Background: an optimization exercise with open tools, aiming at small area and a short achievable clock period. Do not read the settings as production practice. No run shown here included a check of the RTL's function; only the layout flow was run. No activity file was given, so power comes from the tool's default toggle rates.

==> design.v <==
`timescale 1ns/1ns
package bt656_pkg;
   typedef logic [7:0] byte_t;
   typedef logic [11:0] dim_t;
   typedef logic [15:0] frame_cnt_t;
   localparam int HDR_BIT_F = 6;
   localparam int HDR_BIT_V = 5;
   localparam int HDR_BIT_H = 4;
   localparam byte_t SYNC_PREAMBLE_FF = 8'hFF;
   localparam byte_t SYNC_PREAMBLE_00 = 8'h00;
   typedef enum logic [1:0]
   {
      WAIT_FRAME = 2'b00,
      WAIT_SAV   = 2'b01,
      ACTIVE     = 2'b10,
      BLANK      = 2'b11
   } line_state_e;
endpackage
`timescale 1ns/1ns
module bt656_header_decoder
(
   input  logic              clk,
   input  logic              rstn,
   input  logic              enable_i,
   input  bt656_pkg::byte_t  data_i,
   output logic              hdr_valid_o,
   output logic              is_eav_o,
   output logic              vblank_o,
   output logic              field_o,
   output bt656_pkg::byte_t  tap_byte_o
);
   localparam int DLY_LEN = 5;
   bt656_pkg::byte_t dly_q [0:DLY_LEN-1];
   bt656_pkg::byte_t xy_byte;
   logic  hit_q;
   always_ff @(posedge clk)
   begin
      dly_q[0] <= data_i;
      for (int i = 1; i < DLY_LEN; i++)
         dly_q[i] <= dly_q[i-1];
      if (!rstn)
      begin
         dly_q[0][0] <= 1'b0;
         dly_q[1][0] <= 1'b0;
         dly_q[2][0] <= 1'b0;
      end
   end
   always_ff @(posedge clk)
   begin
      hit_q <= rstn &&
               (dly_q[2] == bt656_pkg::SYNC_PREAMBLE_FF) &&
               (dly_q[1] == bt656_pkg::SYNC_PREAMBLE_00) &&
               (dly_q[0] == bt656_pkg::SYNC_PREAMBLE_00);
   end
   assign xy_byte = dly_q[0];
   assign hdr_valid_o = enable_i && hit_q;
   assign is_eav_o = xy_byte[bt656_pkg::HDR_BIT_H];
   assign vblank_o = xy_byte[bt656_pkg::HDR_BIT_V];
   assign field_o  = xy_byte[bt656_pkg::HDR_BIT_F];
   assign tap_byte_o = dly_q[DLY_LEN-1];
endmodule
`timescale 1ns/1ns
module bt656_line_tracker
(
   input  logic                  clk,
   input  logic                  rstn,
   input  logic                  enable_i,
   input  logic                  err_clr_i,
   input  logic                  hdr_valid_i,
   input  logic                  is_eav_i,
   input  logic                  vblank_i,
   input  logic                  field_i,
   input  bt656_pkg::byte_t      tap_byte_i,
   input  logic                  fifo_full_i,
   output logic                  wr_en_o,
   output bt656_pkg::byte_t      wr_byte_o,
   output logic                  wr_sof_o,
   output logic                  wr_eol_o,
   output bt656_pkg::dim_t       width_o,
   output bt656_pkg::dim_t       height_o,
   output logic                  size_err_o,
   output bt656_pkg::frame_cnt_t frame_cnt_o,
   output logic                  overflow_o
);
   localparam int LEN_W = 13;
   logic             frame_seen_q, active_q, wr_req_q;
   logic [1:0]       skip_q;
   logic             field_q;
   logic             sof_pend_q;
   logic             new_frame, sav_active, eav_det, line_end, sav_start;
   logic [LEN_W-1:0] line_bytes_q, line_len_q;
   logic             width_valid_q, height_valid_q;
   bt656_pkg::dim_t  line_cnt_q, height_q;
   logic             width_err, height_err;
   assign new_frame  = hdr_valid_i && field_q && !field_i;
   assign sav_active = hdr_valid_i && !is_eav_i && !vblank_i;
   assign eav_det    = hdr_valid_i && is_eav_i;
   assign line_end  = wr_req_q && eav_det;
   assign sav_start = frame_seen_q && !active_q && sav_active;
   assign width_err  = width_valid_q && (line_bytes_q != line_len_q);
   assign height_err = height_valid_q && (line_cnt_q != height_q);
   assign wr_en_o   = wr_req_q && !fifo_full_i;
   assign wr_byte_o = tap_byte_i;
   assign wr_sof_o  = sof_pend_q;
   assign wr_eol_o  = eav_det;
   assign width_o  = line_len_q[LEN_W-1:1];
   assign height_o = height_q;
   always_ff @(posedge clk)
   begin
      if (!rstn || !enable_i)
      begin
         frame_seen_q   <= 1'b0;
         active_q       <= 1'b0;
         wr_req_q       <= 1'b0;
         skip_q         <= '0;
         field_q        <= 1'b0;
         sof_pend_q     <= 1'b0;
         line_bytes_q   <= LEN_W'(1);
         line_len_q     <= '0;
         width_valid_q  <= 1'b0;
         line_cnt_q     <= '0;
         height_q       <= '0;
         height_valid_q <= 1'b0;
         size_err_o     <= 1'b0;
         overflow_o     <= 1'b0;
         frame_cnt_o    <= '0;
      end
      else
      begin
         if (hdr_valid_i)
            field_q <= field_i;
         if (sav_start)
         begin
            active_q <= 1'b1;
            skip_q   <= 2'd3;
         end
         else if (active_q && !wr_req_q)
         begin
            skip_q <= skip_q - 1'b1;
            if (skip_q == 2'd0)
               wr_req_q <= 1'b1;
         end
         if (line_end)
         begin
            active_q <= 1'b0;
            wr_req_q <= 1'b0;
         end
         if (line_end)
         begin
            line_bytes_q  <= LEN_W'(1);
            line_len_q    <= line_bytes_q;
            width_valid_q <= 1'b1;
            line_cnt_q    <= line_cnt_q + 1'b1;
         end
         else if (wr_req_q)
            line_bytes_q <= line_bytes_q + 1'b1;
         if (wr_en_o)
            sof_pend_q <= 1'b0;
         if (new_frame)
         begin
            sof_pend_q   <= 1'b1;
            frame_cnt_o  <= frame_cnt_o + 1'b1;
            frame_seen_q <= 1'b1;
            line_cnt_q   <= '0;
            if (frame_seen_q)
            begin
               height_q       <= line_cnt_q;
               height_valid_q <= 1'b1;
            end
         end
         if (err_clr_i)
         begin
            size_err_o <= 1'b0;
            overflow_o <= 1'b0;
         end
         if ((line_end && width_err) || (new_frame && height_err))
            size_err_o <= 1'b1;
         if (wr_req_q && fifo_full_i)
            overflow_o <= 1'b1;
      end
   end
endmodule
`timescale 1ns/1ns
module line_fifo
#(
   parameter int FIFO_DEPTH = 64
)
(
   input  logic             clk,
   input  logic             rstn,
   input  logic             flush_i,
   input  logic             wr_en_i,
   input  bt656_pkg::byte_t wr_byte_i,
   input  logic             wr_sof_i,
   input  logic             wr_eol_i,
   output logic             full_o,
   input  logic             rd_req_i,
   output logic             not_empty_o,
   output bt656_pkg::byte_t rd_byte_o,
   output logic             rd_sof_o,
   output logic             rd_eol_o
);
   localparam int AW      = $clog2(FIFO_DEPTH);
   localparam int ENTRY_W = 10;
   logic [ENTRY_W-1:0] sr [0:FIFO_DEPTH-2];
   logic [ENTRY_W-1:0] wr_entry, next_entry;
   logic [AW:0]        idx_q;
   logic               ne_q, full_q;
   logic               wr_ok, rd_ok, cnt_one, cnt_63, load_wr;
   bt656_pkg::byte_t   head_byte_q;
   logic               head_sof_q, head_eol_q;
   assign wr_entry = {wr_eol_i, wr_sof_i, wr_byte_i};
   assign wr_ok    = wr_en_i && !full_q;
   assign rd_ok    = rd_req_i && ne_q;
   assign cnt_one  = (idx_q == '1);
   assign cnt_63   = (idx_q == (AW+1)'(FIFO_DEPTH - 3));
   always_ff @(posedge clk)
   begin
      if (wr_ok)
      begin
         sr[0] <= wr_entry;
         for (int i = 1; i < FIFO_DEPTH-1; i++)
            sr[i] <= sr[i-1];
      end
   end
   assign next_entry = sr[idx_q[AW-1:0]];
   assign load_wr = rd_ok ? cnt_one : !ne_q;
   always_ff @(posedge clk)
   begin
      if (load_wr)
         head_byte_q <= wr_byte_i;
      else if (rd_ok)
         head_byte_q <= next_entry[ENTRY_W-3:0];
   end
   always_ff @(posedge clk)
   begin
      if (!rstn || flush_i)
      begin
         idx_q      <= '1 - 1'b1;
         ne_q       <= 1'b0;
         full_q     <= 1'b0;
         head_sof_q <= 1'b0;
         head_eol_q <= 1'b0;
      end
      else
      begin
         if (wr_ok && !rd_ok)
            idx_q <= idx_q + 1'b1;
         else if (rd_ok && !wr_ok)
            idx_q <= idx_q - 1'b1;
         if (wr_ok)
            ne_q <= 1'b1;
         else if (rd_ok && cnt_one)
            ne_q <= 1'b0;
         if (wr_ok && !rd_ok && cnt_63)
            full_q <= 1'b1;
         else if (rd_ok)
            full_q <= 1'b0;
         if (load_wr)
         begin
            head_sof_q <= wr_ok && wr_sof_i;
            head_eol_q <= wr_ok && wr_eol_i;
         end
         else if (rd_ok)
         begin
            head_sof_q <= next_entry[ENTRY_W-2];
            head_eol_q <= next_entry[ENTRY_W-1];
         end
      end
   end
   assign full_o      = full_q;
   assign not_empty_o = ne_q;
   assign rd_byte_o   = head_byte_q;
   assign rd_sof_o    = head_sof_q;
   assign rd_eol_o    = head_eol_q;
endmodule
`timescale 1ns/1ns
module bt656_rx_top
#(
   parameter int FIFO_DEPTH = 64
)
(
   input  logic        clk,
   input  logic        rstn,
   input  logic        rx_enable_i,
   input  logic        size_err_clr_i,
   input  logic [7:0]  bt656_data_i,
   output logic        m_axis_tvalid_o,
   input  logic        m_axis_tready_i,
   output logic [7:0]  m_axis_tdata_o,
   output logic        m_axis_tuser_o,
   output logic        m_axis_tlast_o,
   output logic [11:0] width_o,
   output logic [11:0] height_o,
   output logic        size_err_o,
   output logic        overflow_o,
   output logic [15:0] frame_cnt_o
);
   logic  wr_en, wr_sof, wr_eol, fifo_full;
   bt656_pkg::byte_t wr_byte;
   logic  fifo_ne, rd_req, head_sof, head_eol;
   bt656_pkg::byte_t head_byte;
   logic  hdr_valid, is_eav, vblank, field;
   bt656_pkg::byte_t tap_byte;
   bt656_header_decoder u_decoder
   (
      .clk      (clk),
      .rstn     (rstn),
      .enable_i (rx_enable_i),
      .data_i   (bt656_data_i),
      .hdr_valid_o (hdr_valid),
      .is_eav_o    (is_eav),
      .vblank_o    (vblank),
      .field_o     (field),
      .tap_byte_o  (tap_byte)
   );
   bt656_line_tracker u_tracker
   (
      .clk         (clk),
      .rstn        (rstn),
      .enable_i    (rx_enable_i),
      .err_clr_i   (size_err_clr_i),
      .hdr_valid_i (hdr_valid),
      .is_eav_i    (is_eav),
      .vblank_i    (vblank),
      .field_i     (field),
      .tap_byte_i  (tap_byte),
      .fifo_full_i (fifo_full),
      .wr_en_o     (wr_en),
      .wr_byte_o   (wr_byte),
      .wr_sof_o    (wr_sof),
      .wr_eol_o    (wr_eol),
      .width_o     (width_o),
      .height_o    (height_o),
      .size_err_o  (size_err_o),
      .frame_cnt_o (frame_cnt_o),
      .overflow_o  (overflow_o)
   );
   line_fifo #(.FIFO_DEPTH(FIFO_DEPTH)) u_fifo
   (
      .clk       (clk),
      .rstn      (rstn),
      .flush_i   (!rx_enable_i),
      .wr_en_i   (wr_en),
      .wr_byte_i (wr_byte),
      .wr_sof_i  (wr_sof),
      .wr_eol_i  (wr_eol),
      .full_o    (fifo_full),
      .rd_req_i  (rd_req),
      .not_empty_o (fifo_ne),
      .rd_byte_o (head_byte),
      .rd_sof_o  (head_sof),
      .rd_eol_o  (head_eol)
   );
   assign m_axis_tvalid_o = fifo_ne && rx_enable_i;
   assign m_axis_tdata_o  = head_byte;
   assign m_axis_tuser_o  = rx_enable_i && head_sof;
   assign m_axis_tlast_o  = rx_enable_i && head_eol;
   assign rd_req          = rx_enable_i && m_axis_tready_i;
endmodule
==> run.sh <==
#!/bin/bash
# synth_recipe.tcl (not shown) runs the flow's synth.tcl, then flattens the netlist and writes it again
# the make line also repeats each setting of config.mk as NAME=value (left out here)
make -C /OpenROAD-flow-scripts/flow DESIGN_CONFIG=/design/flow/config.mk WORK_HOME=/design/flow/orfs CLKGATE_MAP_FILE= SYNTH_SCRIPT=/design/flow/synth_recipe.tcl finish
==> config.mk <==
export PLATFORM = sky130hd
export DESIGN_NAME = bt656_rx_top
export DESIGN_NICKNAME = bt656_rx_top
export VERILOG_FILES = /design/flow/design.v
export SDC_FILE = /design/flow/constraint.sdc
export NUM_CORES = 4
export LEC_CHECK = 0
export CAP_MARGIN = 20
export CORE_MARGIN = 2
export CORE_UTILIZATION = 40
export SLEW_MARGIN = 20
==> constraint.sdc <==
create_clock -name core_clock -period 5.5 [get_ports {clk}]
set_input_delay 1.1000 -clock core_clock [delete_from_list [all_inputs] [get_ports {clk}]]
set_output_delay 1.1000 -clock core_clock [all_outputs]
set_load 0.01 [all_outputs]
==> results.toml, run 1 <==
[floorplanning]
dieArea_um2 = 73100
core_area_um2 = 70100
dieWidth_um = 270
fp.dieH_um = 270
start_util_pct = 40.5
io_pins = 66
fp-row-count = 97

[timing]
period_needed_ps = 4260
relSlewSlack_pct = 12.8
worstMarginPinSlew_ps = 1310
finalSetupViolCount = 0
finalMaxSlewViolations = 0
clock_skew_ps = 34.1
rsz0062_at_grt = "false"
hold_viol_final = 0
clock.fmax_mhz = 235
period_share_pct = 77.4

[route]
drtPass1Iterations = 6
routedWlPerCell_um = 31.6
totalWireLength_um = 93100
route.detailed.drc = 0
drt-initial-drc-count = 3067
num_vias = 18470
ant_nets = 0
viasPerCell = 6.26

[place]
place_area_um2 = 30400
dpl.hpwl_um = 60100
io_buffer_count = 65
gp_congestion = 0.964

[synthesis]
synthArstFlopShare_pct = 0
syn_inst = 1804
ys_seq_elements = 767
synth_nets = 1828
yosys_warnings = 5
seq_area_frac_synth_pct = 76.5
syn-mean-instance-area_um2 = 15.7
ys.flop_type = "edfxtp_1"
netlist_area_um2 = 28400
synth_edf_count = 638
synthDistinctLibCells = 71

[critical_path]
cp.arrival_ps = 4700
start_kind = "flop"
cp_max_fo = 20
critPathRequiredTime_ps = 5940
end_kind = "flop"
path_class = "reg -> reg"

[cts]
cts_tree = "done"
cts_root_buffer = "clkbuf_16"
clock_path_buffers = 3
cts_buffers = 81
cts_sinks = 767
clkTransAtPathRegs_ps = 60
cts_resized = 0
postCtsSetupRepairBufs = 0
cts_max_level = 3
insertion_delay_ps = 630
ctsHoldBuffers = 0

[cells_and_area]
layout_common_cells = "edfxtp_1, a22oi_1, dfxtp_1"
syn_to_final_growth_pct = 17.0
layout_commonest_cell = "edfxtp_1"
nets = 1962
drive_gt1_share_pct = 12.2
layout.cell_area.non_filler_um2 = 33200

[global_route]
grt_pass1_wl_um = 130000
grt_pass1_vias = 17690
overflow = 0
grt_usage_pct = 24.9
antenna_found_initial = 2
grt_max_degree = 170

[status]
status = "timing/DRC/antenna clean"

[pwr]
power.leakage_nw = 10.6
irDropWorstVdd_uv = 217
power_density_nw_per_um2 = 361
power_mw = 12.0

[min_path]
hold_path_class = "reg -> reg"

[job]
drv_cap = 0
-- critical path, stage by stage (launching register included) --
cell and delay [ps]:
dfxtp_1 940, nand2b_1 890, nor2_2 390, a2111oi_0 620
nand3_1 110, or4_1 440, o31ai_1 510, a31oi_1 160
-- per-layer routing --
metal	share of wire (%)	track usage (%)	wire, µm
met1	39	34.4	36400
met2	43	36.1	40000
met3	13	7.43	11900
met4	5.1	11.8	4740
met5	0	0	0
-- synth_stat cells, drive strengths merged (14+ instances only) --
| cell | number | area share [%] |
|---|---|---|
| dfxtp | 129 | 9.1 |
| or3 | 20 | 0.44 |
| nand2 | 107 | 1.4 |
| edfxtp | 638 | 67 |
| nand3 | 48 | 0.85 |
| a22oi | 206 | 5.4 |
| nand4 | 47 | 1.0 |
| o21ai | 28 | 0.49 |
| nor2 | 118 | 1.7 |
| xor2 | 45 | 1.4 |
| and3 | 25 | 0.57 |
| clkbuf | 28 | 0.37 |
| a221oi | 34 | 1.0 |
| a22o | 30 | 0.93 |
| buf | 42 | 0.97 |
| a21oi | 63 | 1.1 |
| mux2i | 14 | 0.49 |
| nor4 | 27 | 0.59 |
-- cell type report --
class                           instances  area [µm²]
Multi-Input combinational cell        954        6360
Clock inverter                         53         563
Sequential cell                       767       21700
Clock buffer                           98        2210
Fill cell                            6073       36900
Antenna cell                            3        7.51
Tap cell                              940        1180
Inverter                               13        52.6
Timing Repair Buffer                  121        1110
-- flip-flops by register name, indices dropped and copies added, names as in the netlist, 2 cells and up --
signal / count
u_tracker.line_cnt_q: 12
u_fifo.head_byte_q: 8
u_decoder.dly_q: 40
u_tracker.skip_q: 2
u_tracker.line_bytes_q: 13
u_tracker.height_q: 12
u_fifo.sr: 630
u_fifo.idx_q: 7
u_tracker.line_len_q: 13
u_tracker.frame_cnt_o: 16
-- path summary, 6_finish.rpt --
path	depth (start not counted)	end	slack [ps]	from
min reg2reg	0	u_decoder.dly_q[4][6]$_DFF_P_	330	u_decoder.dly_q[3][6]$_DFF_P_
max reg2reg	7	u_fifo.head_sof_q$_SDFFE_PP0P_	1240	u_fifo.idx_q[1]$_SDFFE_PP1P_
min	0	u_decoder.dly_q[4][6]$_DFF_P_	330	u_decoder.dly_q[3][6]$_DFF_P_
max	7	u_fifo.head_sof_q$_SDFFE_PP0P_	1240	u_fifo.idx_q[1]$_SDFFE_PP1P_
-- where the power goes --
part	switching (mW)	internal, mW	leakage [nW]
combinational	0.0218	0.0159	2.51
clock	2.32	3.39	1.33
sequential	0.0142	6.22	6.80
-- logic make-up (layout without fill, tap and decap cells) --
kind of cell / count (synthesis) / after routing / synth area share, %
XOR/XNOR: 58 / 58 / 1.79
flip-flops: 767 / 767 / 76.5
other: 0 / 3 / 0
multiplexers: 26 / 26 / 1.01
AO/OA/AOI/OAI: 395 / 395 / 10.1
AND/OR/NAND/NOR: 464 / 464 / 8.52
buffers and inverters: 83 / 285 / 1.52
adder cells (fa/ha/maj): 11 / 11 / 0.511
-- per-stage QoR --
step / hold slack, ps / std cells / setup WS (ps) / util [%] / setup TNS (ps)
final: 327 / 2949 / 1240 / 47.4 / 0
after global routing: 325 / 2946 / 1090 / 47.3 / 0
after CTS: 327 / 2946 / 1410 / 47.3 / 0
after detailed placement: 313 / 2795 / 1440 / 43.4 / 0
after global placement: 313 / 2795 / 1290 / 43.4 / 0
after floorplan: 310 / 1804 / -6290 / - / -3168780
==> run 2: changes to the inputs <==
--- a/config.mk
+++ b/config.mk
@@ -10,2 +10,3 @@
 export CORE_UTILIZATION = 40
+export SETUP_SLACK_MARGIN = 2.8
 export SLEW_MARGIN = 20
==> run 2 against run 1 <==
Compared with the run above: die area stayed put; sequential power hardly changed; setup slack gained 1500 ps; count of clock-buffer cells in the layout unchanged; synthesized cell count unchanged; first-iteration DRC count up 6.3%.
==> results.toml, run 2 <==
[place]
io_buffer_count = 65
dpl.hpwl_um = 60100
gp_congestion = 0.964
dp_cells = 2795

[critical_path]
path_class = "reg -> reg"
start_kind = "flop"
critical_path_buf_inv_count = 2
ff2ff_path_depth = 9
cp.arrival_ps = 3260
r2r_slack_ps = 2760
cp_max_fo = 13
crit_chain = "buf_6, nor2b_1, buf_4, and3_1, a2111oi_1, nand3_1, nor4_2, a31oi_2, o221a_1"
max_stage_delay_ps = 520
r2r-end = "u_fifo.head_eol_q$_SDFFE_PP0P_"
critPathRequiredTime_ps = 6020
cp_top_family = "compound AO/OA/AOI/OAI gates"
r2r_start = "u_fifo.idx_q[0]$_SDFFE_PP0P_"
cp_slowest_cell = "a2111oi_1"
end_kind = "flop"

[synthesis]
synthSimpleGateAreaFrac_pct = 8.52
synth_edf_count = 638
synth_mux_area_share_pct = 1.01
syn_inst = 1804
ys_seq_elements = 767
yosys_warnings = 5
yosys.area_share.adder_pct = 0.511
synth_nets = 1828
seq_area_frac_synth_pct = 76.5
synth_top_family_by_area = "compound AO/OA/AOI/OAI gates"
synth_top_area_share_pct = 67.5
synthXorXnorAreaFrac_pct = 1.79
synth.area.top_cells = "edfxtp_1, dfxtp_1, a22oi_1"
netlist_area_um2 = 28400
syn-mean-instance-area_um2 = 15.7
netlist.top_cell.by_area = "edfxtp_1"
synthTopCellsByCount = "edfxtp_1, a22oi_1, dfxtp_1"
synth.most_common_cell = "edfxtp_1"
ys.flop_type = "edfxtp_1"
synthDistinctLibCells = 71
synth_compound_area_share_pct = 10.1
synthArstFlopShare_pct = 0

[route]
totalWireLength_um = 94600
drtPass1Iterations = 7
viasPerCell = 6.26
routedWlPerCell_um = 31.3
route.detailed.drc = 0
ant_nets = 0
drt-initial-drc-count = 3261
num_vias = 18919

[cells_and_area]
nets = 2034
drive_gt1_share_pct = 17.6
regMostFlops = "u_fifo.sr"
largest_register_ffs = 630
syn_to_final_growth_pct = 21.3
reg_top3 = "u_fifo.sr x630, u_decoder.dly_q x40, u_tracker.frame_cnt_o x16"
final_util_pct = 49.1
stdcell_count = 3022
layout_commonest_cell = "edfxtp_1"
layout_common_cells = "edfxtp_1, a22oi_1, dfxtp_1"

[cts]
cts_buffers = 81
cts_tree = "done"
clkTransAtPathRegs_ps = 60
cts_sinks = 767
clock_path_buffers = 3
insertion_delay_ps = 630
cts_root_buffer = "clkbuf_16"
cts_max_level = 3
ctsHoldBuffers = 0

[timing]
period_needed_ps = 2740
clock_skew_ps = 33.3
hold_viol_final = 0
clock.fmax_mhz = 365
worstMarginPinSlew_ps = 1130
finalSetupViolCount = 0
relSlewSlack_pct = 24.3
period_share_pct = 49.9
hold_ws_ps = 327
finalMaxSlewViolations = 0
rsz0062_at_grt = "true"

[global_route]
grt_max_degree = 170
grt_usage_pct = 25.2
antenna_found_initial = 1
grt_pass1_vias = 17902
grt_pass1_wl_um = 132000
overflow = 0

[status]
status = "timing/DRC/antenna clean"

[pwr]
power_density_nw_per_um2 = 347
power.leakage_nw = 11.5
irDropWorstVdd_uv = 217

[min_path]
min_path_cells = 0
hold_start = "u_decoder.dly_q[3][6]$_DFF_P_"
hold_path_class = "reg -> reg"
min_to = "u_decoder.dly_q[4][6]$_DFF_P_"

[floorplanning]
dieWidth_um = 270
dieArea_um2 = 73100
fp.dieH_um = 270
core_area_um2 = 70100
fp-row-count = 97
io_pins = 66
start_util_pct = 40.5

[job]
drv_cap = 0
run 2: cell counts after synthesis:
No cell type changed its count.
run 2: repair_timing:
item                                   in CTS  in global routing
endpoints found under the hold margin       0                  0
buffers inserted                           30                 40
setup endpoints to repair                 224                520
gates cloned                                1                  1
pin swaps                                   8                 17
resized for setup                         117                 61
run 2: how the worst max path moves through the flow:
stage / depth (start not counted) / start / endpoint
4_1_cts: 9 / u_fifo.idx_q[0]$_SDFFE_PP0P_ / u_fifo.head_sof_q$_SDFFE_PP0P_
2_1_floorplan: 13 / u_tracker.wr_req_q$_SDFFE_PP0P_ / u_fifo.idx_q[6]$_SDFFE_PP1P_
5_1_grt: 9 / u_fifo.idx_q[0]$_SDFFE_PP0P_ / u_fifo.head_sof_q$_SDFFE_PP0P_
3_3_place_gp: 7 / u_fifo.idx_q[1]$_SDFFE_PP1P_ / u_fifo.head_byte_q[0]$_DFFE_PP_
3_5_place_dp: 7 / u_fifo.idx_q[1]$_SDFFE_PP1P_ / u_fifo.head_sof_q$_SDFFE_PP0P_
6_report: 9 / u_fifo.idx_q[0]$_SDFFE_PP0P_ / u_fifo.head_eol_q$_SDFFE_PP0P_
run 2: power by group:
group | switching (mW) | internal, mW
Clock | 2.31 | 3.39
Combinational | 0.0218 | 0.0143
Sequential | 0.0145 | 6.22
Total | 2.35 | 9.62
run 2: stage by stage:
stage,setup TNS [ps],worst slack (ps),total power [mW],cell area (µm²)
after global placement,0,1290,6.39,30400
after global routing,0,2690,12.3,34400
after floorplan,-3168780,-6290,6.36,28400
after CTS,0,2610,12.0,33700
after detailed placement,0,1440,6.39,30400
final,0,2760,12.0,34400
run 2: area by class of cell:
cell class | instances | area [µm²]
Tap cell | 940 | 1180
Inverter | 13 | 55.1
Clock buffer | 98 | 2210
Multi-Input combinational cell | 955 | 6820
Fill cell | 5961 | 35700
Sequential cell | 767 | 21800
Clock inverter | 53 | 563
Timing Repair Buffer | 192 | 1850
Antenna cell | 4 | 10.0
run 2: metal layers:
metal	part of all wire [%]	GRT usage [%]
met2	44	37.2
met1	38	34.4
met5	0	0
met3	14	7.75
met4	5.0	10.8
run 2: cell families (layout without fill, tap and decap cells):
group	count (synthesis)	after routing
compound gates	395	395
xor+xnor	58	58
fa+ha+maj	11	11
buf+inv	83	356
flops	767	767
mux	26	26
other cells	0	4
simple gates	464	465
==> run 3: changes to the inputs <==
--- a/config.mk
+++ b/config.mk
@@ -9,3 +9,3 @@
 export CORE_MARGIN = 2
-export CORE_UTILIZATION = 40
+export CORE_UTILIZATION = 65
 export SETUP_SLACK_MARGIN = 2.8
==> run 3 against run 2 <==
Compared with the run above: final cell count is 13% lower; critical path type unchanged; clock skew hardly changed; count of clock-buffer cells in the layout fell by 9; power decreased by 3.7%; cell area down 2.1%; global-route usage rose by 14 points; sequential cell count stayed put; core utilization up 29 points; area after synthesis unchanged; still clean; critical path depth is the same; via count is 1.8% higher; die area fell by 38%; largest power group unchanged.
==> results.toml, run 3 <==
[status]
status = "timing/DRC/antenna clean"

[floorplanning]
dieArea_um2 = 45400
fp-row-count = 76
core_area_um2 = 43100
io_pins = 66
dieWidth_um = 213
fp.dieH_um = 213
start_util_pct = 65.9

[cts]
cts_root_buffer = "clkbuf_16"
cts_buffers = 76
clkTransAtPathRegs_ps = 60
ctsHoldBuffers = 0
cts_tree = "done"
cts_max_level = 3
cts_sinks = 767
clock_path_buffers = 3
insertion_delay_ps = 640

[route]
viasPerCell = 7.32
route.detailed.drc = 0
routedWlPerCell_um = 34.5
ant_nets = 0
num_vias = 19261
totalWireLength_um = 90700
drt-initial-drc-count = 3912
drtPass1Iterations = 8

[timing]
clock_skew_ps = 33.3
finalMaxSlewViolations = 0
period_share_pct = 51.7
clock.fmax_mhz = 352
finalSetupViolCount = 0
relSlewSlack_pct = 33.9
period_needed_ps = 2840
worstMarginPinSlew_ps = 978
setup_ws_ps = 2660
hold_viol_final = 0
rsz0062_at_grt = "true"
fin_tns_setup_ps = 0

[global_route]
overflow = 0
grt_pass1_vias = 17468
grt_usage_pct = 39.6
grt_pass1_wl_um = 123000
grt_max_degree = 182
antenna_found_initial = 2

[critical_path]
cp_common_cell = "buf_4"
cp_slowest_cell = "or4b_4"
cp.arrival_ps = 3410
critPathRequiredTime_ps = 6070
cp_max_fo = 13
end_kind = "flop"
crit_chain = "buf_4, or4b_4, nor2_2, buf_4, a22oi_1, nand3_1, nor4_1, a31oi_2, o221a_1"
start_kind = "flop"
path_class = "reg -> reg"
max_stage_delay_ps = 550

[cells_and_area]
layout_commonest_cell = "edfxtp_1"
multi_input_area_um2 = 6860
final.fill_count = 2467
nets = 2008
regMostFlops = "u_fifo.sr"
layout_common_cells = "edfxtp_1, a22oi_1, dfxtp_1"
drive_gt1_share_pct = 17.3
final_util_pct = 78.3
syn_to_final_growth_pct = 18.7
largest_register_ffs = 630
reg_top3 = "u_fifo.sr x630, u_decoder.dly_q x40, u_tracker.frame_cnt_o x16"
regArea_um2 = 21800

[synthesis]
synth_top_family_by_area = "compound AO/OA/AOI/OAI gates"
synth.most_common_cell = "edfxtp_1"
synth_nets = 1828
synth_compound_area_share_pct = 10.1
syn-mean-instance-area_um2 = 15.7
synthSimpleGateAreaFrac_pct = 8.52
synth_top_area_share_pct = 67.5
synthTopCellsByCount = "edfxtp_1, a22oi_1, dfxtp_1"
netlist_area_um2 = 28400
ys_seq_elements = 767
synthArstFlopShare_pct = 0
synthXorXnorAreaFrac_pct = 1.79
synth_mux_area_share_pct = 1.01
synthDistinctLibCells = 71
syn_inst = 1804
yosys.area_share.adder_pct = 0.511
synth.area.top_cells = "edfxtp_1, dfxtp_1, a22oi_1"
seq_area_frac_synth_pct = 76.5
ys.flop_type = "edfxtp_1"
netlist.top_cell.by_area = "edfxtp_1"
yosys_warnings = 5
synth_edf_count = 638

[pwr]
swShare_pct = 19.8
power_frac_comb_pct = 0.3
p_int_mw = 9.24
clock_power_share_pct = 45.7
power.switching_mw = 2.28
irDropWorstVdd_uv = 271
seq_power_share_pct = 54.0
power.leakage_nw = 11.3
power_density_nw_per_um2 = 342
power_mw = 11.5

[place]
gp_congestion = 0.962
dpl.hpwl_um = 55000
io_buffer_count = 65
dp_slack_ps = 1640

[min_path]
hold_path_class = "reg -> reg"

[job]
drv_cap = 0
[run 3: kinds of logic after synthesis]
kind of cell / after synthesis
fa+ha+maj: 11
flops: 767
compound gates: 395
simple gates: 464
mux: 26
xor+xnor: 58
buf+inv: 83
[run 3: cell type report]
type                            instances  share of cell area [%]
Tap cell                              585                    2.17
Antenna cell                            2                  0.0148
Inverter                               13                   0.163
Multi-Input combinational cell        955                    20.3
Sequential cell                       767                    64.5
Clock buffer                           89                    5.97
Timing Repair Buffer                  171                    5.37
Clock inverter                         51                    1.44
[run 3: worst max-delay path: cells and delay by family, from the launching register on]
| family | cells | cell delay, ps |
|---|---|---|
| simple gates | 4 | 1120 |
| buf+inv | 2 | 490 |
| compound gates | 3 | 660 |
| flops | 1 | 500 |
[run 3: path summary, 6_finish.rpt]
path	startpoint	to	slack, ps	depth (start not counted)
worst min register to register	u_decoder.dly_q[3][2]$_DFF_P_	u_decoder.dly_q[4][2]$_DFF_P_	310	0
worst min-delay path	u_decoder.dly_q[3][2]$_DFF_P_	u_decoder.dly_q[4][2]$_DFF_P_	310	0
worst max-delay path	u_fifo.idx_q[5]$_SDFFE_PP1P_	u_fifo.head_eol_q$_SDFFE_PP0P_	2660	9
worst max register to register	u_fifo.idx_q[5]$_SDFFE_PP1P_	u_fifo.head_eol_q$_SDFFE_PP0P_	2660	9
[run 3: routing by layer]
layer,up-vias,GRT usage [%],routed length [µm]
li1,7581,-,-
met1,9382,53.5,31300
met2,1868,55.8,37700
met3,426,14.9,15100
met4,4,21.8,6660
met5,-,0,24
[run 3: metrics by stage]
step	hold slack, ps	std cells	instance area, µm²
after floorplan	310	1804	28400
after CTS	325	2608	33100
final	311	2633	33700
after global routing	327	2631	33700
after global placement	310	2436	30000
after detailed placement	312	2436	30000
[run 3: what timing repair did]
| action | 4_1_cts | 5_1_grt |
|---|---|---|
| cloned | 2 | 4 |
| setup endpoints to repair | 335 | 381 |
| setup buffers | 30 | 19 |
| resized for setup | 110 | 62 |
| pin swaps | 11 | 9 |
[run 3: power by group through the flow]
| stage | clock (mW) | combinational [mW] | sequential [mW] |
|---|---|---|---|
| after global placement | 0 | 0.0359 | 6.35 |
| after floorplan | 0 | 0.0138 | 6.35 |
| final | 5.26 | 0.0368 | 6.23 |
| after global routing | 5.49 | 0.0407 | 6.23 |
| after CTS | 5.26 | 0.0363 | 6.23 |
| after detailed placement | 0 | 0.0366 | 6.35 |
==> run 4: changes to the inputs <==
--- a/design.v
+++ b/design.v
@@ -202,9 +202,11 @@
 );
-   localparam int AW      = $clog2(FIFO_DEPTH);
    localparam int ENTRY_W = 10;
+   localparam int GRP     = 8;
    logic [ENTRY_W-1:0] sr [0:FIFO_DEPTH-2];
    logic [ENTRY_W-1:0] wr_entry, next_entry;
-   logic [AW:0]        idx_q;
-   logic               ne_q, full_q;
-   logic               wr_ok, rd_ok, cnt_one, cnt_63, load_wr;
+   logic [GRP-1:0]     lo_q, hi_q;
+   logic [GRP-1:0]     grp [0:ENTRY_W-1];
+   logic               ne_q, one_q, full_q;
+   logic               wr_ok, rd_ok, inc, dec, two_up, at_zero, up, down;
+   logic               cnt_2, cnt_63, load_wr;
    bt656_pkg::byte_t   head_byte_q;
@@ -214,4 +216,10 @@
    assign rd_ok    = rd_req_i && ne_q;
-   assign cnt_one  = (idx_q == '1);
-   assign cnt_63   = (idx_q == (AW+1)'(FIFO_DEPTH - 3));
+   assign inc      = wr_ok && !rd_ok;
+   assign dec      = rd_ok && !wr_ok;
+   assign two_up   = ne_q && !one_q;
+   assign at_zero  = lo_q[0] && hi_q[0];
+   assign cnt_2    = two_up && at_zero;
+   assign cnt_63   = lo_q[5] && hi_q[7];
+   assign up       = inc && two_up;
+   assign down     = dec && two_up && !at_zero;
    always_ff @(posedge clk)
@@ -225,4 +233,17 @@
    end
-   assign next_entry = sr[idx_q[AW-1:0]];
-   assign load_wr = rd_ok ? cnt_one : !ne_q;
+   always_comb
+   begin
+      for (int b = 0; b < ENTRY_W; b++)
+      begin
+         for (int h = 0; h < GRP; h++)
+         begin
+            grp[b][h] = 1'b0;
+            for (int l = 0; l < GRP; l++)
+               if (GRP*h + l < FIFO_DEPTH-1)
+                  grp[b][h] = grp[b][h] | (lo_q[l] & sr[GRP*h + l][b]);
+         end
+         next_entry[b] = |(hi_q & grp[b]);
+      end
+   end
+   assign load_wr = rd_ok ? one_q : !ne_q;
    always_ff @(posedge clk)
@@ -238,4 +259,6 @@
       begin
-         idx_q      <= '1 - 1'b1;
+         lo_q       <= GRP'(1);
+         hi_q       <= GRP'(1);
          ne_q       <= 1'b0;
+         one_q      <= 1'b0;
          full_q     <= 1'b0;
@@ -246,11 +269,23 @@
       begin
-         if (wr_ok && !rd_ok)
-            idx_q <= idx_q + 1'b1;
-         else if (rd_ok && !wr_ok)
-            idx_q <= idx_q - 1'b1;
+         if (up)
+         begin
+            lo_q <= {lo_q[GRP-2:0], lo_q[GRP-1]};
+            if (lo_q[GRP-1])
+               hi_q <= {hi_q[GRP-2:0], hi_q[GRP-1]};
+         end
+         else if (down)
+         begin
+            lo_q <= {lo_q[0], lo_q[GRP-1:1]};
+            if (lo_q[0])
+               hi_q <= {hi_q[0], hi_q[GRP-1:1]};
+         end
          if (wr_ok)
             ne_q <= 1'b1;
-         else if (rd_ok && cnt_one)
+         else if (rd_ok && one_q)
             ne_q <= 1'b0;
-         if (wr_ok && !rd_ok && cnt_63)
+         if (inc)
+            one_q <= !ne_q;
+         else if (dec)
+            one_q <= cnt_2;
+         if (inc && cnt_63)
             full_q <= 1'b1;
--- a/config.mk
+++ b/config.mk
@@ -9,3 +9,3 @@
 export CORE_MARGIN = 2
-export CORE_UTILIZATION = 65
+export CORE_UTILIZATION = 40
 export SETUP_SLACK_MARGIN = 2.8
==> run 4 against run 3 <==
Compared with the run above: final cell count is 6.6% higher; highest routed layer is now met4; count of clock-buffer cells in the layout is 18 higher; sequential share of layout area is 3.0 points higher.
==> results.toml, run 4 <==
[pwr]
power_frac_comb_pct = 0.3
power_density_nw_per_um2 = 361
clock_power_share_pct = 46.0
seq_power_share_pct = 53.7
irDropWorstVdd_uv = 289
p_int_mw = 9.49
swShare_pct = 19.2
power.switching_mw = 2.25
power.leakage_nw = 10.2

[global_route]
grt_pass1_wl_um = 97300
busiest_layer = "met2"
grt_pass1_vias = 15957
use_met1_pct = 24.5
overflow = 0
met3_usage_pct = 3.77
grt_max_degree = 169
grt_usage_pct = 17.1
antenna_found_initial = 0
use_met2_pct = 26.1

[place]
dp_cells = 2655
io_buffer_count = 65
gp_congestion = 0.750
dpl.hpwl_um = 32500

[synthesis]
yosys_warnings = 6
synth_top_area_share_pct = 67.9
syn-mean-instance-area_um2 = 16.2
netlist.top_cell.by_area = "edfxtp_1"
synthTopCellsByCount = "edfxtp_1, a22oi_1, dfxtp_1"
synth.area.top_cells = "edfxtp_1, dfxtp_1, a22oi_1"
seq_area_frac_synth_pct = 77.8
ys.flop_type = "edfxtp_1"
ys_seq_elements = 777
netlist_area_um2 = 28200
synthDistinctLibCells = 52
synthArstFlopShare_pct = 0
synth.most_common_cell = "edfxtp_1"
syn_inst = 1746
synth_edf_count = 638
synth_nets = 1765

[floorplanning]
fp-row-count = 97
dieWidth_um = 270
start_util_pct = 40.3
core_area_um2 = 69900
dieArea_um2 = 72600
io_pins = 66
fp.dieH_um = 270

[cells_and_area]
syn_to_final_growth_pct = 15.4
drive_gt1_share_pct = 9.86
layout_commonest_cell = "edfxtp_1"
layout_common_cells = "edfxtp_1, a22oi_1, dfxtp_1"
final_util_pct = 46.6
largest_register_ffs = 630
regMostFlops = "u_fifo.sr"
antenna_cells = 0
reg_top3 = "u_fifo.sr x630, u_decoder.dly_q x40, u_tracker.frame_cnt_o x16"
stdcell_count = 2807
nets = 1823

[critical_path]
crit_end = "m_axis_tlast_o"
r2r-end = "u_fifo.head_byte_q[6]$_DFFE_PP_"
critPathRequiredTime_ps = 4400
path_class = "in -> out"
r2r_slack_ps = 2990
cp.arrival_ps = 1570
cp_max_fo = 12
start_kind = "input port"
r2r_start = "u_fifo.lo_q[0]$_SDFFE_PP1P_"
ff2ff_path_depth = 6
end_kind = "output port"
setup.worst_path.start = "rx_enable_i"

[route]
route.detailed.drc = 0
totalWireLength_um = 63900
drt-initial-drc-count = 1870
num_vias = 16132
drtPass1Iterations = 7
routedWlPerCell_um = 22.8
viasPerCell = 5.75
ant_nets = 0

[cts]
clkTransAtPathRegs_ps = 50
clock_path_buffers = 3
cts_tree = "done"
ctsHoldBuffers = 0
cts_sinks = 777
cts_max_level = 3
insertion_delay_ps = 610
cts_root_buffer = "clkbuf_16"
cts_buffers = 78

[timing]
hold_viol_final = 0
period_needed_ps = 2670
rsz0062_at_grt = "false"
clock.fmax_mhz = 374
period_share_pct = 48.6
finalSetupViolCount = 0
worstMarginPinSlew_ps = 1120
clock_skew_ps = 16.1
relSlewSlack_pct = 25.1
finalMaxSlewViolations = 0

[job]
drv_cap = 0

[min_path]
hold_path_class = "reg -> reg"

[status]
status = "timing/DRC/antenna clean"
## run 4: kinds of logic after synthesis
family	after synthesis	synth area share, %
buffers and inverters	130	2.17
AOI/OAI and AO/OA	432	11.4
adders and majority gates	6	0.266
DFF	777	77.8
and+or+nand+nor	330	6.12
xor gates and xnor gates	56	1.74
muxes	15	0.541
## run 4: timing repair
action / 4_1_cts / 5_1_grt
endpoints found under the setup margin: 488 / 18
gates resized for setup: 30 / 10
setup buffers: 5 / 2
cloned: 2 / 0
pin swaps: 0 / 0
## run 4: through the flow
stage / cell area, µm² / setup TNS, ps / total power, mW / worst slack [ps] / hold WS [ps]
after global routing: 32600 / 0 / 12.1 / 2800 / 340
after detailed placement: 29700 / 0 / 6.46 / 1790 / 316
final: 32600 / 0 / 11.7 / 2830 / 328
after CTS: 32500 / 0 / 11.9 / 2720 / 330
after floorplan: 28200 / -3216110 / 6.44 / -5980 / 310
after global placement: 29700 / 0 / 6.46 / 1770 / 314
## run 4: how the worst min path moves through the flow
stage	from	to	slack [ps]	depth (start not counted)
6_report	u_decoder.dly_q[3][3]$_DFF_P_	u_decoder.dly_q[4][3]$_DFF_P_	330	0
2_1_floorplan	u_decoder.dly_q[3][0]$_DFF_P_	u_decoder.dly_q[4][0]$_DFF_P_	310	0
3_5_place_dp	u_decoder.dly_q[3][1]$_DFF_P_	u_decoder.dly_q[4][1]$_DFF_P_	320	0
4_1_cts	u_decoder.dly_q[3][4]$_DFF_P_	u_decoder.dly_q[4][4]$_DFF_P_	330	0
5_1_grt	u_decoder.dly_q[3][4]$_DFF_P_	u_decoder.dly_q[4][4]$_DFF_P_	340	0
3_3_place_gp	u_decoder.dly_q[3][1]$_DFF_P_	u_decoder.dly_q[4][1]$_DFF_P_	310	0
## run 4: layout make-up
| class | count | area [µm²] |
|---|---|---|
| fillers | 6050 | 37400 |
| flip-flops and latches | 777 | 22000 |
| multi-input cells | 839 | 5670 |
| clock buffers | 107 | 2200 |
| well taps | 940 | 1180 |
| repair buffers | 96 | 1090 |
| clock inverters | 36 | 397 |
| inverters | 12 | 48.8 |
## run 4: power groups by stage
stage	combinational, mW	clock [mW]	sequential [mW]
after floorplan	0.0158	0	6.42
after detailed placement	0.0394	0	6.43
after CTS	0.0397	5.52	6.30
after global routing	0.0428	5.74	6.30
final	0.0394	5.40	6.30
after global placement	0.0395	0	6.43
## run 4: critical path, cell delays in order
cell	delay, ps
buf_4	160
and2_1	170
buf_2	130
## run 4: per-layer routing
metal  part of all wire, %  up-vias
met3                   7.4      108
met5                     0        -
met4                   2.2        0
li1                      -     7116
met1                    45     8283
met2                    46      625
==> run 5: changes to the inputs <==
--- a/config.mk
+++ b/config.mk
@@ -10,2 +10,3 @@
 export CORE_UTILIZATION = 40
+export CTS_BUF_LIST = sky130_fd_sc_hd__clkbuf_4 sky130_fd_sc_hd__clkbuf_8
 export SETUP_SLACK_MARGIN = 2.8
==> run 5 against run 4 <==
Compared with the run above: first-iteration DRC count fell by 3.4%; die area did not move; worst hold slack got worse by 1.7 ps; area after synthesis did not move; clock power fell by 7.4%; count of clock-buffer cells in the layout rose by 67; core utilization fell by 0.24 points; final cell count rose by 2.9%; setup slack got worse by 3.1 ps; via count rose by 1.9%.
==> results.toml, run 5 <==
[pwr]
power.switching_mw = 2.29
swShare_pct = 20.2
clock_power_share_pct = 44.1
power.leakage_nw = 10.3
seq_power_share_pct = 55.6
power_frac_comb_pct = 0.3
power_density_nw_per_um2 = 350
p_int_mw = 9.04
irDropWorstVdd_uv = 290

[synthesis]
synthDistinctLibCells = 52
netlist.top_cell.by_area = "edfxtp_1"
syn-mean-instance-area_um2 = 16.2
synth_top_area_share_pct = 67.9
synthTopCellsByCount = "edfxtp_1, a22oi_1, dfxtp_1"
ys_seq_elements = 777
synthArstFlopShare_pct = 0
yosys.area_share.adder_pct = 0.266
synthSimpleGateAreaFrac_pct = 6.12
seq_area_frac_synth_pct = 77.8
synth.area.top_cells = "edfxtp_1, dfxtp_1, a22oi_1"
synth_nets = 1765
synth_mux_area_share_pct = 0.541
synth.most_common_cell = "edfxtp_1"
syn_inst = 1746
yosys_warnings = 6
synth_edf_count = 638
synthXorXnorAreaFrac_pct = 1.74
netlist_area_um2 = 28200
ys.flop_type = "edfxtp_1"
synth_top_family_by_area = "compound AO/OA/AOI/OAI gates"
synth_compound_area_share_pct = 11.4

[timing]
period_share_pct = 48.7
finalSetupViolCount = 0
hold_viol_final = 0
worstMarginPinSlew_ps = 1150
hold_ws_ps = 326
clock.fmax_mhz = 373
finalMaxSlewViolations = 0
relSlewSlack_pct = 23.0
rsz0062_at_grt = "false"
clock_skew_ps = 23.6
period_needed_ps = 2680

[status]
status = "timing/DRC/antenna clean"

[critical_path]
r2r-end = "u_fifo.head_byte_q[6]$_DFFE_PP_"
cp_slowest_cell = "and2_1"
cp_max_fo = 12
start_kind = "input port"
cp.arrival_ps = 1580
critical_path_buf_inv_count = 2
cp_top_family = "buffers and inverters"
max_stage_delay_ps = 180
ff2ff_path_depth = 6
critPathRequiredTime_ps = 4400
crit_chain = "buf_4, and2_1, buf_2"
end_kind = "output port"
r2r_start = "u_fifo.lo_q[7]$_SDFFE_PP0P_"
path_class = "in -> out"
r2r_slack_ps = 2870

[cts]
clock_path_buffers = 3
ctsHoldBuffers = 0
cts_root_buffer = "clkbuf_8"
insertion_delay_ps = 720
cts_buffers = 120
clkTransAtPathRegs_ps = 60
cts_tree = "done"
cts_sinks = 777
cts_max_level = 3

[floorplanning]
start_util_pct = 40.3
core_area_um2 = 69900
io_pins = 66
dieArea_um2 = 72600
dieWidth_um = 270
fp-row-count = 97
fp.dieH_um = 270

[job]
drv_cap = 0

[cells_and_area]
layout_commonest_cell = "edfxtp_1"
largest_register_ffs = 630
layout_common_cells = "edfxtp_1, a22oi_1, clkbuf_8"
syn_to_final_growth_pct = 14.8
antenna_cells = 0
regMostFlops = "u_fifo.sr"
final_util_pct = 46.3
final.fill_count = 6159
nets = 1865
reg_top3 = "u_fifo.sr x630, u_decoder.dly_q x40, u_tracker.frame_cnt_o x16"
drive_gt1_share_pct = 13.9

[global_route]
busiest_layer = "met2"
grt_usage_pct = 17.4
grt_pass1_wl_um = 98900
use_met2_pct = 26.7
grt_pass1_vias = 16349
use_met1_pct = 24.4
overflow = 0
grt_max_degree = 169
met3_usage_pct = 3.84
antenna_found_initial = 0

[route]
route.detailed.drc = 0
num_vias = 16436
ant_nets = 0
viasPerCell = 5.69
totalWireLength_um = 65200
drt-initial-drc-count = 1807
drtPass1Iterations = 8
routedWlPerCell_um = 22.6

[place]
io_buffer_count = 65
dpl.hpwl_um = 32500
gp_congestion = 0.750

[min_path]
hold_path_class = "reg -> reg"
min_path_cells = 0
hold_start = "u_decoder.dly_q[3][1]$_DFF_P_"
min_to = "u_decoder.dly_q[4][1]$_DFF_P_"
## run 5: cell counts after synthesis
No cell type changed its count.
## run 5: power by group through the flow
stage	combinational (mW)	sequential, mW	clock (mW)
after floorplan	0.0158	6.42	0
after global placement	0.0395	6.43	0
after global routing	0.0408	6.30	5.37
final	0.0373	6.30	5.00
after CTS	0.0377	6.30	5.12
after detailed placement	0.0394	6.43	0
## run 5: cells by family (layout without fill, tap and decap cells)
logic type	Yosys count	in the layout
DFF	777	777
AOI/OAI and AO/OA	432	432
and+or+nand+nor	330	330
buffers and inverters	130	332
xor gates and xnor gates	56	56
muxes	15	15
adders and majority gates	6	6
## run 5: per-layer routing
metal	vias up	share of wire (%)
met5	-	0
met4	0	2.5
met3	124	7.5
met2	665	45
met1	8432	45
li1	7215	-
## run 5: timing repair
action | CTS | global route
gates resized for setup | 74 | 3
pin swaps | 0 | 0
hold endpoints to repair | 0 | 0
setup endpoints to repair | 513 | 4
gates cloned | 2 | 0
setup buffers | 5 | 2
## run 5: layout make-up
type	instances	area (µm²)	area share (%)
Multi-Input combinational cell	839	5670	17.5
Timing Repair Buffer	96	1010	3.13
Clock buffer	174	2140	6.60
Clock inverter	50	369	1.14
Sequential cell	777	22000	67.9
Tap cell	940	1180	3.63
Inverter	12	48.8	0.151
## run 5: stage by stage
stage | worst slack (ps) | area (µm²) | total power, mW | cells | TNS [ps]
after floorplan | -5980 | 28200 | 6.44 | 1746 | -3216110
after global placement | 1770 | 29700 | 6.46 | 2655 | 0
after detailed placement | 1790 | 29700 | 6.46 | 2655 | 0
after CTS | 2680 | 32300 | 11.5 | 2886 | 0
after global routing | 2800 | 32400 | 11.7 | 2888 | 0
final | 2820 | 32400 | 11.3 | 2888 | 0
## run 5: worst max path at each step
stage / cells past startpoint / start / slack (ps) / to
CTS: 3 / rx_enable_i / 2680 / m_axis_tvalid_o
finish: 3 / rx_enable_i / 2820 / m_axis_tlast_o
global placement: 3 / rx_enable_i / 1770 / m_axis_tvalid_o
floorplan: 10 / u_tracker.wr_req_q$_SDFFE_PP0P_ / -5980 / u_fifo.hi_q[0]$_SDFFE_PP1P_
detailed placement: 3 / rx_enable_i / 1790 / m_axis_tvalid_o
global route: 8 / m_axis_tready_i / 2800 / u_fifo.hi_q[6]$_SDFFE_PP0P_
==> run 6: changes to the inputs <==
--- a/config.mk
+++ b/config.mk
@@ -10,3 +10,5 @@
 export CORE_UTILIZATION = 40
-export CTS_BUF_LIST = sky130_fd_sc_hd__clkbuf_4 sky130_fd_sc_hd__clkbuf_8
+export CTS_BUF_LIST = sky130_fd_sc_hd__clkbuf_8
+export CTS_CLUSTER_DIAMETER = 60
+export CTS_CLUSTER_SIZE = 20
 export SETUP_SLACK_MARGIN = 2.8
==> run 6 against run 5 <==
Compared with the run above: clock skew increased by 7.4 ps; via count decreased by 3.9%; cell area decreased by 4.4%; critical path type unchanged; critical path depth unchanged; worst hold slack improved by 16 ps.
==> results.toml, run 6 <==
[pwr]
power_frac_comb_pct = 0.4
irDropWorstVdd_uv = 248
p_int_mw = 7.49
swShare_pct = 20.2
power_density_nw_per_um2 = 303
seq_power_share_pct = 67.0
clock_power_share_pct = 32.6
power_mw = 9.39
power.switching_mw = 1.90
power.leakage_nw = 9.53

[cells_and_area]
syn_to_final_growth_pct = 9.78
layout_common_cells = "edfxtp_1, a22oi_1, dfxtp_1"
drive_gt1_share_pct = 8.54
largest_register_ffs = 630
regMostFlops = "u_fifo.sr"
reg_top3 = "u_fifo.sr x630, u_decoder.dly_q x40, u_tracker.frame_cnt_o x16"
layout_commonest_cell = "edfxtp_1"
nets = 1796
antenna_cells = 0

[synthesis]
synthSimpleGateAreaFrac_pct = 6.12
synth_top_family_by_area = "compound AO/OA/AOI/OAI gates"
yosys.area_share.adder_pct = 0.266
yosys_warnings = 6
synth_compound_area_share_pct = 11.4
synthXorXnorAreaFrac_pct = 1.74
synth_mux_area_share_pct = 0.541
synth.most_common_cell = "edfxtp_1"
netlist_area_um2 = 28200
syn-mean-instance-area_um2 = 16.2
seq_area_frac_synth_pct = 77.8
synth_top_area_share_pct = 67.9
synthArstFlopShare_pct = 0
syn_inst = 1746
synth_nets = 1765
ys_seq_elements = 777
synthDistinctLibCells = 52
ys.flop_type = "edfxtp_1"
synthTopCellsByCount = "edfxtp_1, a22oi_1, dfxtp_1"
synth_edf_count = 638
synth.area.top_cells = "edfxtp_1, dfxtp_1, a22oi_1"
netlist.top_cell.by_area = "edfxtp_1"

[min_path]
hold_path_class = "reg -> reg"

[cts]
insertion_delay_ps = 680
cts_buffers = 51
cts_tree = "done"
cts_root_buffer = "clkbuf_8"
clkTransAtPathRegs_ps = 110
cts_max_level = 2
clock_path_buffers = 3
cts_sinks = 777
ctsHoldBuffers = 0

[route]
totalWireLength_um = 63200
drtPass1Iterations = 5
route.detailed.drc = 0
routedWlPerCell_um = 23.0
ant_nets = 0
num_vias = 15794
drt-initial-drc-count = 1931
viasPerCell = 5.76

[timing]
hold_viol_final = 0
fin_tns_setup_ps = 0
finalMaxSlewViolations = 0
rsz0062_at_grt = "false"
clock_skew_ps = 31.0
clock.fmax_mhz = 374
worstMarginPinSlew_ps = 1160
finalSetupViolCount = 0
relSlewSlack_pct = 22.5
period_share_pct = 48.7
period_needed_ps = 2680

[critical_path]
cp_slowest_cell = "and2_1"
max_stage_delay_ps = 170
cp_max_fo = 12
end_kind = "output port"
crit_chain = "buf_4, and2_1, buf_2"
critPathRequiredTime_ps = 4400
critical_path_buf_inv_count = 2
start_kind = "input port"
path_class = "in -> out"
cp_top_family = "buffers and inverters"
cp.arrival_ps = 1580

[place]
gp_congestion = 0.750
io_buffer_count = 65
dpl.hpwl_um = 32500

[job]
drv_cap = 0

[global_route]
grt_pass1_wl_um = 96200
grt_pass1_vias = 15549
grt_usage_pct = 16.9
antenna_found_initial = 0
overflow = 0
grt_max_degree = 169

[floorplanning]
dieArea_um2 = 72600
dieWidth_um = 270
fp.dieH_um = 270
fp-row-count = 97
start_util_pct = 40.3
core_area_um2 = 69900
io_pins = 66

[status]
status = "timing/DRC/antenna clean"
## run 6: cell types whose count changed in the layout (fill, tap and decap cells not counted), moves of 2 or more
| cell | previous run | this run |
|---|---|---|
| inv_12 | 0 | 2 |
| dfxtp_2 | 3 | 13 |
| dfxtp_1 | 128 | 117 |
| clkbuf_8 | 133 | 51 |
| clkinv_4 | 0 | 2 |
| inv_1 | 10 | 16 |
| clkinv_1 | 24 | 2 |
| clkinv_2 | 17 | 3 |
| inv_6 | 2 | 5 |
| clkbuf_4 | 41 | 0 |
## run 6: cells by family (layout without fill, tap and decap cells)
family                     count (synthesis)  count (layout)
adders and majority gates                  6               6
and+or+nand+nor                          330             330
AOI/OAI and AO/OA                        432             432
xor gates and xnor gates                  56              56
muxes                                     15              15
DFF                                      777             777
buffers and inverters                    130             188
## run 6: timing repair
item | 4_1_cts | 5_1_grt
gates cloned | 2 | 0
endpoints found under the setup margin | 518 | 4
setup buffers | 6 | 1
resized for setup | 86 | 5
## run 6: path summary, 6_finish.rpt
check,startpoint,to,slack [ps],cells after the start
hold / removal,u_decoder.dly_q[3][3]$_DFF_P_,u_decoder.dly_q[4][3]$_DFF_P_,340,0
hold reg to reg,u_decoder.dly_q[3][3]$_DFF_P_,u_decoder.dly_q[4][3]$_DFF_P_,340,0
setup / recovery,rx_enable_i,m_axis_tlast_o,2820,3
setup reg to reg,u_fifo.lo_q[4]$_SDFFE_PP0P_,u_fifo.head_byte_q[6]$_DFFE_PP_,2980,6
## run 6: worst register-to-register path: stages, from the launching register on
cell and delay [ps]:
dfxtp_4 710, buf_4 510, a22oi_1 130, nand4_1 190, a22oi_1 110, and4_1 340
o21ai_1 310
## run 6: per-stage QoR
step | hold WS [ps] | setup WS (ps) | cell area [µm²] | util, % | std cells
3_3_place_gp | 314 | 1770 | 29700 | 42.5 | 2655
3_5_place_dp | 316 | 1790 | 29700 | 42.5 | 2655
2_1_floorplan | 310 | -5980 | 28200 | - | 1746
4_1_cts | 344 | 2680 | 30900 | 44.2 | 2743
6_report | 342 | 2820 | 31000 | 44.3 | 2744
5_1_grt | 340 | 2810 | 31000 | 44.3 | 2744
## run 6: area by class of cell
cell class              count  area, µm²
clock buffers              51        702
clock inverters            29        357
fillers                  6249      38900
inverters                  12       48.8
multi-input cells         839       5670
flip-flops and latches    777      22000
well taps                 940       1180
repair buffers             96       1020
## run 6: power by group through the flow
stage          combinational, mW  sequential, mW  clock, mW
2_1_floorplan             0.0158            6.42          0
3_3_place_gp              0.0395            6.43          0
3_5_place_dp              0.0394            6.43          0
4_1_cts                   0.0376            6.29       3.17
5_1_grt                   0.0406            6.29       3.37
6_report                  0.0373            6.29       3.07
## run 6: routing by layer
metal,vias to the layer above,global-route usage (%),share of wire [%]
met2,608,26.0,45
met4,0,5.15,2.5
met3,101,2.99,7.2
met5,-,0.132,0
li1,7001,-,-
met1,8084,24.5,45
==> run 7: changes to the inputs <==
--- a/config.mk
+++ b/config.mk
@@ -10,5 +10,4 @@
 export CORE_UTILIZATION = 40
-export CTS_BUF_LIST = sky130_fd_sc_hd__clkbuf_8
-export CTS_CLUSTER_DIAMETER = 60
-export CTS_CLUSTER_SIZE = 20
+export CTS_CLUSTER_DIAMETER = 80
+export CTS_CLUSTER_SIZE = 30
 export SETUP_SLACK_MARGIN = 2.8
==> run 7 against run 6 <==
Compared with the run above: critical path depth stayed put; fmax is 3.5% lower; sequential power hardly changed; global-route usage is 0.12 points lower; wire length is 0.49% lower.
==> results.toml, run 7 <==
[status]
status = "timing/DRC/antenna clean"

[critical_path]
cp_top_family = "buffers and inverters"
path_class = "in -> out"
cp_slowest_cell = "clkdlybuf4s15_1"
end_kind = "output port"
max_stage_delay_ps = 230
cp.arrival_ps = 1670
critPathRequiredTime_ps = 4400
critical_path_buf_inv_count = 2
start_kind = "input port"
cp_max_fo = 12
crit_chain = "buf_4, and2_1, clkdlybuf4s15_1"

[place]
dpl.hpwl_um = 32500
gp_congestion = 0.750
dp_cells = 2655
io_buffer_count = 65
place_area_um2 = 29700

[global_route]
grt_max_degree = 169
overflow = 0
grt_usage_pct = 16.8
grt_pass1_wl_um = 95500
antenna_found_initial = 0
grt_pass1_vias = 15472

[synthesis]
synth_nets = 1765
ys_seq_elements = 777
synthDistinctLibCells = 52
seq_area_frac_synth_pct = 77.8
netlist_area_um2 = 28200
synthTopCellsByCount = "edfxtp_1, a22oi_1, dfxtp_1"
yosys_warnings = 6
ys.flop_type = "edfxtp_1"
netlist.top_cell.by_area = "edfxtp_1"
syn-mean-instance-area_um2 = 16.2
synth_edf_count = 638
synth.area.top_cells = "edfxtp_1, dfxtp_1, a22oi_1"
syn_inst = 1746
synthArstFlopShare_pct = 0
synth_top_area_share_pct = 67.9
synth.most_common_cell = "edfxtp_1"

[timing]
clock_skew_ps = 26.6
relSlewSlack_pct = 24.5
clock.fmax_mhz = 361
worstMarginPinSlew_ps = 1130
rsz0062_at_grt = "true"
period_share_pct = 50.4
hold_viol_final = 0
hold_ws_ps = 341
period_needed_ps = 2770
finalMaxSlewViolations = 0
finalSetupViolCount = 0

[floorplanning]
core_area_um2 = 69900
dieWidth_um = 270
start_util_pct = 40.3
fp.dieH_um = 270
fp-row-count = 97
dieArea_um2 = 72600
io_pins = 66

[route]
wl_met3_um = 4890
met1_length_um = 28000
totalWireLength_um = 62900
wl_met2_um = 28600
drt-initial-drc-count = 1993
routedWlPerCell_um = 23.1
viasPerCell = 5.82
drtPass1Iterations = 6
top_layer_used = "met4"
route.detailed.drc = 0
ant_nets = 0
num_vias = 15836

[cells_and_area]
final.fill_count = 6192
largest_register_ffs = 630
drive_gt1_share_pct = 6.85
layout.cell_area.non_filler_um2 = 31200
antenna_cells = 0
syn_to_final_growth_pct = 10.5
stdcell_count = 2720
layout_common_cells = "edfxtp_1, a22oi_1, dfxtp_1"
nets = 1779
reg_top3 = "u_fifo.sr x630, u_decoder.dly_q x40, u_tracker.frame_cnt_o x16"
layout_commonest_cell = "edfxtp_1"
final_util_pct = 44.6
regMostFlops = "u_fifo.sr"

[pwr]
irDropWorstVdd_uv = 266
power_mw = 9.65
power_density_nw_per_um2 = 310
power.leakage_nw = 9.32

[cts]
cts_tree = "done"
cts_max_level = 2
clkTransAtPathRegs_ps = 110
insertion_delay_ps = 590
cts_buffers = 34
ctsHoldBuffers = 0
cts_sinks = 777
clock_path_buffers = 3
cts_root_buffer = "clkbuf_16"

[min_path]
hold_path_class = "reg -> reg"

[job]
drv_cap = 0
-- run 7: cell counts after synthesis --
No cell type changed its count.
-- run 7: kinds of logic (layout without fill, tap and decap cells) --
logic type	after synthesis	after routing	share of synthesized area, %
buf+inv	130	164	2.17
fa+ha+maj	6	6	0.266
compound gates	432	432	11.4
mux	15	15	0.541
flops	777	777	77.8
xor+xnor	56	56	1.74
simple gates	330	330	6.12
-- run 7: final cells by class --
type,instances,area (µm²),area share (%)
flip-flops and latches,777,22000,70.5
repair buffers,96,1080,3.48
well taps,940,1180,3.77
multi-input cells,839,5670,18.2
clock inverters,12,251,0.807
clock buffers,44,952,3.06
inverters,12,48.8,0.157
-- run 7: report_power, final --
part / total, mW / switching (mW) / internal, mW
Combinational: 0.0392 / 0.0233 / 0.0159
Clock: 3.32 / 1.81 / 1.51
Sequential: 6.29 / 0.0109 / 6.28
Total: 9.65 / 1.84 / 7.81
-- run 7: through the flow --
| step | setup TNS (ps) | worst slack [ps] |
|---|---|---|
| floorplan | -3216110 | -5980 |
| global placement | 0 | 1770 |
| detailed placement | 0 | 1790 |
| CTS | 0 | 2680 |
| global route | 0 | 2690 |
| finish | 0 | 2730 |
-- run 7: worst paths after layout --
check                                                    from                         endpoint  slack, ps  depth (start not counted)
worst max register to register    u_fifo.lo_q[4]$_SDFFE_PP0P_  u_fifo.head_byte_q[6]$_DFFE_PP_       2930                          6
worst min register to register  u_decoder.dly_q[3][3]$_DFF_P_    u_decoder.dly_q[4][3]$_DFF_P_        340                          0
worst min-delay path            u_decoder.dly_q[3][3]$_DFF_P_    u_decoder.dly_q[4][3]$_DFF_P_        340                          0
worst max-delay path                              rx_enable_i                  m_axis_tvalid_o       2730                          3
-- run 7: per-layer routing --
layer	vias to the layer above	GRT usage (%)
met2	644	25.9
met4	0	4.75
met5	-	0
met1	8134	24.4
li1	6975	-
met3	83	3.16
-- run 7: what timing repair did --
action,in CTS,in global routing
buffers inserted,6,1
cloned,2,0
hold endpoints to repair,0,0
endpoints found under the setup margin,498,12
pin swaps,0,0
resized for setup,26,6
==> run 8: changes to the inputs <==
--- a/config.mk
+++ b/config.mk
@@ -9,3 +9,3 @@
 export CORE_MARGIN = 2
-export CORE_UTILIZATION = 40
+export CORE_UTILIZATION = 55
 export CTS_CLUSTER_DIAMETER = 80
==> run 8 against run 7 <==
Compared with the run above: sequential power about the same; final cell count decreased by 9.8%; area after synthesis unchanged; sequential cell count unchanged; die area decreased by 27%; worst hold slack got worse by 14 ps; first-iteration DRC count decreased by 3.8%; power increased by 1.1%; largest cell class unchanged; clock skew decreased by 4.4 ps; still clean; critical path type unchanged; wire length decreased by 1.3%; critical endpoint is now m_axis_tlast_o.
==> results.toml, run 8 <==
[floorplanning]
dieWidth_um = 230
io_pins = 66
dieArea_um2 = 53100
core_area_um2 = 50400
fp.dieH_um = 230
fp-row-count = 82
start_util_pct = 56.0

[cells_and_area]
nets = 1774
largest_register_ffs = 630
layout_common_cells = "edfxtp_1, a22oi_1, dfxtp_1"
final_util_pct = 61.1
reg_top3 = "u_fifo.sr x630, u_decoder.dly_q x40, u_tracker.frame_cnt_o x16"
stdcell_count = 2453
layout_commonest_cell = "edfxtp_1"
syn_to_final_growth_pct = 9.08
drive_gt1_share_pct = 7.52
regMostFlops = "u_fifo.sr"
regArea_um2 = 22000
multi_input_area_um2 = 5670
final.fill_count = 3714
antenna_cells = 0

[timing]
finalSetupViolCount = 0
period_share_pct = 48.2
rsz0062_at_grt = "true"
clock.fmax_mhz = 377
fin_tns_setup_ps = 0
relSlewSlack_pct = 20.4
hold_ws_ps = 327
clock_skew_ps = 22.2
worstMarginPinSlew_ps = 1190
hold_viol_final = 0
finalMaxSlewViolations = 0
period_needed_ps = 2650

[place]
dpl.hpwl_um = 32000
io_buffer_count = 65
gp_congestion = 0.790
dp_cells = 2383

[synthesis]
synth_top_area_share_pct = 67.9
netlist.top_cell.by_area = "edfxtp_1"
synth_edf_count = 638
synthArstFlopShare_pct = 0
seq_area_frac_synth_pct = 77.8
ys.flop_type = "edfxtp_1"
synth.area.top_cells = "edfxtp_1, dfxtp_1, a22oi_1"
netlist_area_um2 = 28200
yosys_warnings = 6
syn_inst = 1746
ys_seq_elements = 777
syn-mean-instance-area_um2 = 16.2
synth.most_common_cell = "edfxtp_1"
synthDistinctLibCells = 52
synth_nets = 1765
synthTopCellsByCount = "edfxtp_1, a22oi_1, dfxtp_1"

[pwr]
power_mw = 9.76
power_density_nw_per_um2 = 317
power.leakage_nw = 9.45
irDropWorstVdd_uv = 278

[route]
drt-initial-drc-count = 1918
totalWireLength_um = 62100
routedWlPerCell_um = 25.3
viasPerCell = 6.42
ant_nets = 0
drtPass1Iterations = 7
num_vias = 15747
route.detailed.drc = 0

[critical_path]
start_kind = "input port"
path_class = "in -> out"
critPathRequiredTime_ps = 4400
cp.arrival_ps = 1550
crit_chain = "buf_4, and2_1, buf_2"
cp_max_fo = 12
max_stage_delay_ps = 160
cp_slowest_cell = "buf_4"
end_kind = "output port"
setup.worst_path.start = "rx_enable_i"
r2r_start = "u_fifo.lo_q[1]$_SDFFE_PP0P_"

[global_route]
antenna_found_initial = 1
grt_pass1_vias = 15241
grt_usage_pct = 22.7
grt_max_degree = 171
overflow = 0
grt_pass1_wl_um = 92900

[cts]
ctsHoldBuffers = 0
cts_sinks = 777
clock_path_buffers = 3
insertion_delay_ps = 590
cts_tree = "done"
cts_buffers = 37
cts_max_level = 2
cts_root_buffer = "clkbuf_16"
clkTransAtPathRegs_ps = 110

[status]
status = "timing/DRC/antenna clean"

[min_path]
hold_path_class = "reg -> reg"
hold_start = "u_decoder.dly_q[3][2]$_DFF_P_"

[job]
drv_cap = 0
[run 8: cells by family (layout without fill, tap and decap cells)]
| logic type | Yosys count | after routing | synth area share, % |
|---|---|---|---|
| muxes | 15 | 15 | 0.541 |
| AOI/OAI and AO/OA | 432 | 432 | 11.4 |
| xor gates and xnor gates | 56 | 56 | 1.74 |
| and+or+nand+nor | 330 | 330 | 6.12 |
| DFF | 777 | 777 | 77.8 |
| buffers and inverters | 130 | 165 | 2.17 |
| adders and majority gates | 6 | 6 | 0.266 |
[run 8: timing repair]
action | CTS | global route
gates resized for setup | 37 | 19
gates cloned | 0 | 1
setup buffers | 0 | 4
setup endpoints to repair | 357 | 270
[run 8: critical path, delay by kind of cell]
kind	cells	cell delay (ps)
buffers and inverters	2	290
AND/OR/NAND/NOR	1	160
[run 8: layout make-up]
| type | count | area share (%) |
|---|---|---|
| repair buffers | 88 | 3.02 |
| clock buffers | 40 | 3.12 |
| inverters | 12 | 0.159 |
| flip-flops and latches | 777 | 71.5 |
| clock inverters | 25 | 1.07 |
| well taps | 672 | 2.73 |
| multi-input cells | 839 | 18.4 |
[run 8: where the power goes]
group	total, mW	internal (mW)	switching, mW
Combinational	0.0351	0.0145	0.0206
Clock	3.43	1.55	1.88
Sequential	6.29	6.28	0.0106
[run 8: metrics by stage]
step                      instance area (µm²)  setup WS (ps)
after floorplan                         28200          -5980
after global placement                  29300           1860
after detailed placement                29300           1850
after CTS                               30600           2690
after global routing                    30800           2790
final                                   30800           2850
[run 8: final timing paths]
path	end	slack [ps]	cells after the start
hold / removal	u_decoder.dly_q[4][2]$_DFF_P_	330	0
hold reg to reg	u_decoder.dly_q[4][2]$_DFF_P_	330	0
setup reg to reg	u_fifo.head_byte_q[5]$_DFFE_PP_	2890	6
setup / recovery	m_axis_tlast_o	2850	3
[run 8: per-layer routing]
metal  track usage (%)  part of all wire (%)
met1              34.9                    46
met2              34.0                    45
met3              4.36                   7.1
met4              4.80                   1.7
met5                 0                 0.021
